Source: an optimization exercise on an open RTL-to-GDS flow (aim: small area, a short achievable clock period and few clock cycles). Production flows keep margins and buffers that such runs may drop. The RTL was checked by simulation tests, not by an equivalence proof against the original design. Power is estimated from default activity; no workload was simulated.

==> flow/design.v (excerpt) <==
module mips_multicycle_core #(
  parameter int                    ADDR_WIDTH = 32,
  parameter logic [ADDR_WIDTH-1:0] RESET_PC   = '0
) (
  input  logic                    clk,
  input  logic                    reset,
  output logic                    mem_req,
  output logic                    mem_we,
  output logic [ADDR_WIDTH-1:0]   mem_addr,
  output logic [31:0]             mem_wdata,
  input  logic                    mem_ready,
  input  logic [31:0]             mem_rdata,
  output logic [ADDR_WIDTH-1:0]   pc_o,
  output logic [31:0]             instr_o,
  output logic                    retire_o,
  output logic                    halted_o,
  output logic                    illegal_o,
  output logic                    misalign_o,
  input  logic [4:0]              dbg_reg_sel_i,
  output logic [31:0]             dbg_reg_data_o
);
export LEC_CHECK = 0
export CAP_MARGIN = 20
export CELL_PAD_IN_SITES_DETAIL_PLACEMENT = 1
export CELL_PAD_IN_SITES_GLOBAL_PLACEMENT = 2
export CORE_MARGIN = 2
export CORE_UTILIZATION = 35
export PLACE_DENSITY = 0.65
export SETUP_SLACK_MARGIN = 0.5
export SLEW_MARGIN = 20
create_clock -name core_clock -period 6.0 [get_ports {clk}]
standard.sh (not shown) runs the stock make flow with config.mk's settings and CLKGATE_MAP_FILE= SYNTH_SCRIPT=/design/flow/synth_recipe.tcl, a recipe that flattens the netlist after the stock synthesis.
==> flow/flow/run.sh <==
#!/bin/bash
# Standard layout, with the port buffers made as buf_4 instead of the default
# delay-cell buffer, and timing repair free to resize cells across footprints.
set -uo pipefail
bash standard.sh 'BUFFER_PORTS_ARGS=-buffer_cell sky130_fd_sc_hd__buf_4' MATCH_CELL_FOOTPRINT=0 finish > orfs_make.log 2>&1
status=$?
tail -20 orfs_make.log
exit $status
The starting point finished clean.
Testbench counts at the start, summed over its fixed seeds: cycles 42,506.
Then changed:
Settings changed: SETUP_SLACK_MARGIN 0.5 to 1.0, TNS_END_PERCENT from default to 10.
Outcome:
- global-route usage increases by 0.24 points
- worst hold slack hardly moves
- synthesized cell count stays the same
- cell area climbs by about 1.5%
- clock power stays flat
- setup slack loses 11 ps
- sequential cell count is unchanged

========
The RTL this note starts from:
==> flow/design.v <==
module mips_multicycle_core #(
  parameter int                    ADDR_WIDTH = 32,
  parameter logic [ADDR_WIDTH-1:0] RESET_PC   = '0
) (
  input  logic                    clk,
  input  logic                    reset,
  output logic                    mem_req,
  output logic                    mem_we,
  output logic [ADDR_WIDTH-1:0]   mem_addr,
  output logic [31:0]             mem_wdata,
  input  logic                    mem_ready,
  input  logic [31:0]             mem_rdata,
  output logic [ADDR_WIDTH-1:0]   pc_o,
  output logic [31:0]             instr_o,
  output logic                    retire_o,
  output logic                    halted_o,
  output logic                    illegal_o,
  output logic                    misalign_o,
  input  logic [4:0]              dbg_reg_sel_i,
  output logic [31:0]             dbg_reg_data_o
);
  localparam logic [5:0] OP_R = 6'h00, OP_J = 6'h02, OP_BEQ = 6'h04, OP_BNE = 6'h05,
                         OP_ADDI = 6'h08, OP_LW = 6'h23, OP_SW = 6'h2B;
  localparam logic [5:0] F_ADD = 6'h20, F_SUB = 6'h22, F_AND = 6'h24, F_OR = 6'h25,
                         F_SLT = 6'h2A, F_BRK = 6'h0D;
  function automatic logic [31:0] add32(input logic [31:0] x, input logic [31:0] y,
                                        input logic ci);
    logic [31:0] g, p, gg, pp;
    g  = x & y;
    p  = x ^ y;
    gg = g;
    pp = p;
    gg[0] = g[0] | (p[0] & ci);
    for (int d = 1; d < 32; d = d * 2) begin
      for (int i = 31; i >= d; i--) begin
        gg[i] = gg[i] | (pp[i] & gg[i-d]);
        pp[i] = pp[i] & pp[i-d];
      end
    end
    add32 = p ^ {gg[30:0], ci};
  endfunction
  logic [31:2] pc_q, pc_d;
  logic [31:0] ir_q, ret_q, a_q, b_q, a_d, b_d;
  logic        ex_q, ex_d;           
  logic        retire_q, retire_d, halted_q, halted_d;
  logic        illegal_q, illegal_d, misalign_q, misalign_d;
  logic        d_halt_q, d_ill_q, d_mem_q, d_sw_q, d_lwen_q, d_wen_q, d_br_q, d_bne_q, d_j_q;
  logic        d_imm_q, d_sub_q, d_and_q, d_or_q, d_slt_q;
  logic [4:0]  d_wa_q;
  logic [31:0] rf_r [1:31];
  logic [31:1] vld_q;
  logic        rf_we;
  logic [31:0] rf_wdata;
  logic [31:0][31:0] rf_p;            
  logic [31:0]       vld_p;
  assign rf_p[0]  = '0;
  assign vld_p    = {vld_q, 1'b0};
  for (genvar i = 1; i < 32; i++) begin : g_rp
    assign rf_p[i] = rf_r[i];
  end
  function automatic logic [31:0] rf_read(input logic [4:0] sel);
    rf_read = rf_p[sel] & {32{vld_p[sel]}};
  endfunction
  logic [31:0] sext, ea, addsub, r_res, pc4_w, brt_w;
  logic [31:2] pc4, br_tgt, j_tgt, next_pc;
  logic        taken, mis, fetch, load_ir;
  assign sext   = {{16{ir_q[15]}}, ir_q[15:0]};
  assign ea     = add32(a_q, sext, 1'b0);
  assign addsub = add32(a_q, b_q ^ {32{d_sub_q}}, d_sub_q);
  assign pc4_w  = add32({2'b0, pc_q}, 32'd0, 1'b1);
  assign brt_w  = add32({2'b0, pc_q}, {2'b0, sext[29:0]}, 1'b1);
  assign pc4    = pc4_w[29:0];
  assign br_tgt = brt_w[29:0];
  assign j_tgt  = {pc4[31:28], ir_q[25:0]};
  assign mis    = (ea[1:0] != 2'b00);
  always_comb begin
    if (d_and_q)      r_res = a_q & b_q;
    else if (d_or_q)  r_res = a_q | b_q;
    else if (d_slt_q) r_res = {31'b0, (a_q[31] ^ b_q[31]) ? a_q[31] : addsub[31]};
    else if (d_imm_q) r_res = ea;
    else              r_res = addsub;
  end
  assign taken   = (a_q == b_q) ^ d_bne_q;
  assign next_pc = d_j_q ? j_tgt : (d_br_q && taken) ? br_tgt : pc4;
  always_comb begin
    pc_d       = pc_q;
    ex_d       = ex_q;
    retire_d   = 1'b0;
    halted_d   = halted_q;
    illegal_d  = illegal_q;
    misalign_d = misalign_q;
    rf_we      = 1'b0;
    rf_wdata   = d_mem_q ? mem_rdata : r_res;
    fetch      = 1'b0;
    mem_we     = 1'b0;
    mem_addr   = {pc_q, 2'b00};
    if (!ex_q) begin
      fetch = !halted_q;
    end else if (d_halt_q) begin
      halted_d  = 1'b1;
      illegal_d = d_ill_q;
      ex_d      = 1'b0;
    end else if (d_mem_q) begin
      mem_addr = {ea[31:2], 2'b00};
      if (mis) begin
        halted_d   = 1'b1;
        misalign_d = 1'b1;
        ex_d       = 1'b0;
      end else begin
        mem_we = d_sw_q;
        if (mem_ready) begin
          rf_we    = d_lwen_q;
          retire_d = 1'b1;
          pc_d     = pc4;
          ex_d     = 1'b0;
        end
      end
    end else begin
      mem_addr = {next_pc, 2'b00};
      fetch    = 1'b1;
      rf_we    = d_wen_q;
      retire_d = 1'b1;
      pc_d     = next_pc;
      ex_d     = 1'b0;
    end
    load_ir = fetch && mem_ready;
    if (load_ir) ex_d = 1'b1;
  end
  assign mem_req   = !reset && !halted_q && (!ex_q || (!d_halt_q && !(d_mem_q && mis)));
  assign mem_wdata = b_q;
  logic [31:0] ins;
  logic [5:0]  op_f, fn_f;
  logic [4:0]  rs_f, rt_f, wa_f;
  logic        r_f, nop_f, brk_f, alu_f, addi_f, lw_f, sw_f, br_f, j_f, legal_f;
  logic        fwd_a, fwd_b;
  assign ins     = mem_rdata;
  assign op_f    = ins[31:26];
  assign fn_f    = ins[5:0];
  assign rs_f    = ins[25:21];
  assign rt_f    = ins[20:16];
  assign nop_f   = (ins == '0);
  assign r_f     = (op_f == OP_R);
  assign brk_f   = r_f && (fn_f == F_BRK);
  assign alu_f   = r_f && ((fn_f == F_ADD) || (fn_f == F_SUB) || (fn_f == F_AND) ||
                           (fn_f == F_OR) || (fn_f == F_SLT));
  assign addi_f  = (op_f == OP_ADDI);
  assign lw_f    = (op_f == OP_LW);
  assign sw_f    = (op_f == OP_SW);
  assign br_f    = (op_f == OP_BEQ) || (op_f == OP_BNE);
  assign j_f     = (op_f == OP_J);
  assign legal_f = r_f ? (nop_f || alu_f) : (j_f || br_f || addi_f || lw_f || sw_f);
  assign wa_f    = r_f ? ins[15:11] : rt_f;
  assign fwd_a = ex_q && d_wen_q && (d_wa_q == rs_f);
  assign fwd_b = ex_q && d_wen_q && (d_wa_q == rt_f);
  assign a_d   = fwd_a ? r_res : rf_read(rs_f);
  assign b_d   = fwd_b ? r_res : rf_read(rt_f);
  always_ff @(posedge clk or posedge reset) begin
    if (reset) begin
      pc_q       <= RESET_PC[31:2];
      ex_q       <= 1'b0;
      retire_q   <= 1'b0;
      halted_q   <= 1'b0;
      illegal_q  <= 1'b0;
      misalign_q <= 1'b0;
    end else begin
      pc_q       <= pc_d;
      ex_q       <= ex_d;
      retire_q   <= retire_d;
      halted_q   <= halted_d;
      illegal_q  <= illegal_d;
      misalign_q <= misalign_d;
    end
  end
  always_ff @(posedge clk) begin
    ret_q <= ir_q;
    if (load_ir) begin
      ir_q     <= ins;
      a_q      <= a_d;
      b_q      <= b_d;
      d_halt_q <= !legal_f || brk_f;
      d_ill_q  <= !brk_f;
      d_mem_q  <= lw_f || sw_f;
      d_sw_q   <= sw_f;
      d_lwen_q <= lw_f && (wa_f != 5'd0);
      d_wen_q  <= (alu_f || addi_f) && (wa_f != 5'd0);
      d_wa_q   <= wa_f;
      d_br_q   <= br_f;
      d_bne_q  <= op_f[0];
      d_j_q    <= j_f;
      d_imm_q  <= !r_f;
      d_sub_q  <= !fn_f[2] && fn_f[1];
      d_and_q  <= r_f && (fn_f[3:0] == 4'b0100);
      d_or_q   <= r_f && (fn_f[3:0] == 4'b0101);
      d_slt_q  <= r_f && fn_f[3];
    end
  end
  for (genvar i = 1; i < 32; i++) begin : g_rf
    always_ff @(posedge clk or posedge reset) begin
      if (reset) vld_q[i] <= 1'b0;
      else if (rf_we && (d_wa_q == 5'(i))) vld_q[i] <= 1'b1;
    end
    always_ff @(posedge clk) begin
      if (rf_we && (d_wa_q == 5'(i))) rf_r[i] <= rf_wdata;
    end
  end
  assign pc_o           = {pc_q, 2'b00};
  assign instr_o        = ret_q;
  assign retire_o       = retire_q;
  assign halted_o       = halted_q;
  assign illegal_o      = illegal_q;
  assign misalign_o     = misalign_q;
  assign dbg_reg_data_o = rf_read(dbg_reg_sel_i);
endmodule
export LEC_CHECK = 0
export CAP_MARGIN = 20
export CORE_MARGIN = 2
export CORE_UTILIZATION = 50
export CTS_BUF_LIST = sky130_fd_sc_hd__clkbuf_8
export PLACE_DENSITY = 0.62
export SETUP_SLACK_MARGIN = 0.5
export SLEW_MARGIN = 20
create_clock -name core_clock -period 6.0 [get_ports {clk}]
Scripts as last shown in full above: flow/flow/run.sh
The starting point finished with timing, DRC and antenna clean.
Testbench counts at the start, summed over its fixed seeds: cycles 42,506.
Then changed:
CTS_BUF_LIST = default   (was sky130_fd_sc_hd__clkbuf_8)
SETUP_SLACK_MARGIN = 1.5   (was 0.5)
TNS_END_PERCENT = 10   (was default)
First-iteration DRC count increases by 1.8%.
Final cell count is about the same.
Power increases by 7.0%.
Fmax increases by 4.9%.
Core utilization increases by 1.8 points.
Routed wire length increases by 4.5%.
Then changed:
CORE_UTILIZATION = 45   (was 50)
PLACE_DENSITY = 0.6   (was 0.62)
SETUP_SLACK_MARGIN = 0.5   (was 1.5)
TNS_END_PERCENT = default   (was 10)
Worst setup slack gets worse by 0.14 ns.
Register-to-register slack gets better by 0.32 ns.
Wire length is lower by 2.0%.
Maximum frequency shrinks by 2.6%.
Area after synthesis does not change.
Via count is lower by 2.2%.
Then changed:
CORE_UTILIZATION = 50   (was 45)
PLACE_DENSITY = 0.62   (was 0.6)
SETUP_SLACK_MARGIN = 1.0   (was 0.5)
Design area increases slightly.
Flip-flop and latch count is unchanged.
Global-route usage rose by 3.1 points.
Cell count shrinks slightly.
Register-to-register slack degrades by 0.02 ns.
Utilization goes up by 7.1 points.
Then changed:
==> flow/run.sh (new file) <==
#!/bin/bash
# synth_recipe.tcl (not shown) runs the flow's synth.tcl, then flattens the netlist and writes it again
# the make line also repeats each setting of config.mk as NAME=value (left out here)
make -C /OpenROAD-flow-scripts/flow DESIGN_CONFIG=/design/flow/config.mk WORK_HOME=/design/flow/orfs CLKGATE_MAP_FILE= SYNTH_SCRIPT=/design/flow/synth_recipe.tcl finish
CORE_UTILIZATION = 45   (was 50)
PLACE_DENSITY = 0.6   (was 0.62)
SETUP_SLACK_MARGIN = default   (was 1.0)
removed: flow/flow/run.sh
removed: flow/standard.sh
What happened: The new run ran to the end with no violations. Total power barely changes. Clock skew climbs by 0.020 ns. Critical path depth is lower by 1. Worst setup slack got worse by 0.55 ns. Register-to-register slack degrades by 0.16 ns. Worst hold slack stays flat. First-iteration DRC count grows by a few percent. Routed wire length grows by a few percent. Die area came out higher by roughly a tenth. Via count drops slightly.

==> static timing again, ports no longer ideal <==
The results above use ideal ports. As a check the final layouts listed here were re-extracted and re-timed, cells and wires unchanged. Step 1 sets driving cells, clkbuf_16 on the clock port and buf_2 on the other inputs (assumed; they add their load-dependent delay and slew). Step 2 times the ports against the registers' clock, not the clock port: input delays grow and output delays shrink by t, the midpoint of the rising clock arrivals with the driver on. a / b / c = no drivers / after step 1 / after step 2; a / b = the first two.
run | t (ns) | setup slack, ns | clock arrival spread, ns | worst slew at a driven data input, ns
the first run of note 1 | 0.927 | 0.519 / 0.466 / 0.489 | 0.056 / 0.056 | 0.08
the second run of note 1 | 0.928 | 0.507 / 0.448 / 0.478 | 0.054 / 0.054 | 0.08
the first run of note 2 | 1.034 | 0.490 / 0.408 / 0.507 | 0.077 / 0.077 | 0.12
the second run of note 2 | 0.870 | 0.747 / 0.580 / 0.580 | 0.035 / 0.036 | 0.37
the third run of note 2 | 0.879 | 0.607 / 0.504 / 0.504 | 0.048 / 0.049 | 0.16
the fourth run of note 2 | 0.877 | 0.657 / 0.576 / 0.796 | 0.038 / 0.038 | 0.27
the fifth run of note 2 | 0.872 | 0.108 / -0.006 / -0.006 | 0.060 / 0.060 | 0.15
With both steps, setup timing fails in the fifth run of note 2, where it was met with ideal ports. The setup slack of the second run of note 2, which loses most, moves by -0.167 ns with the drivers and by -0.167 ns with both steps.
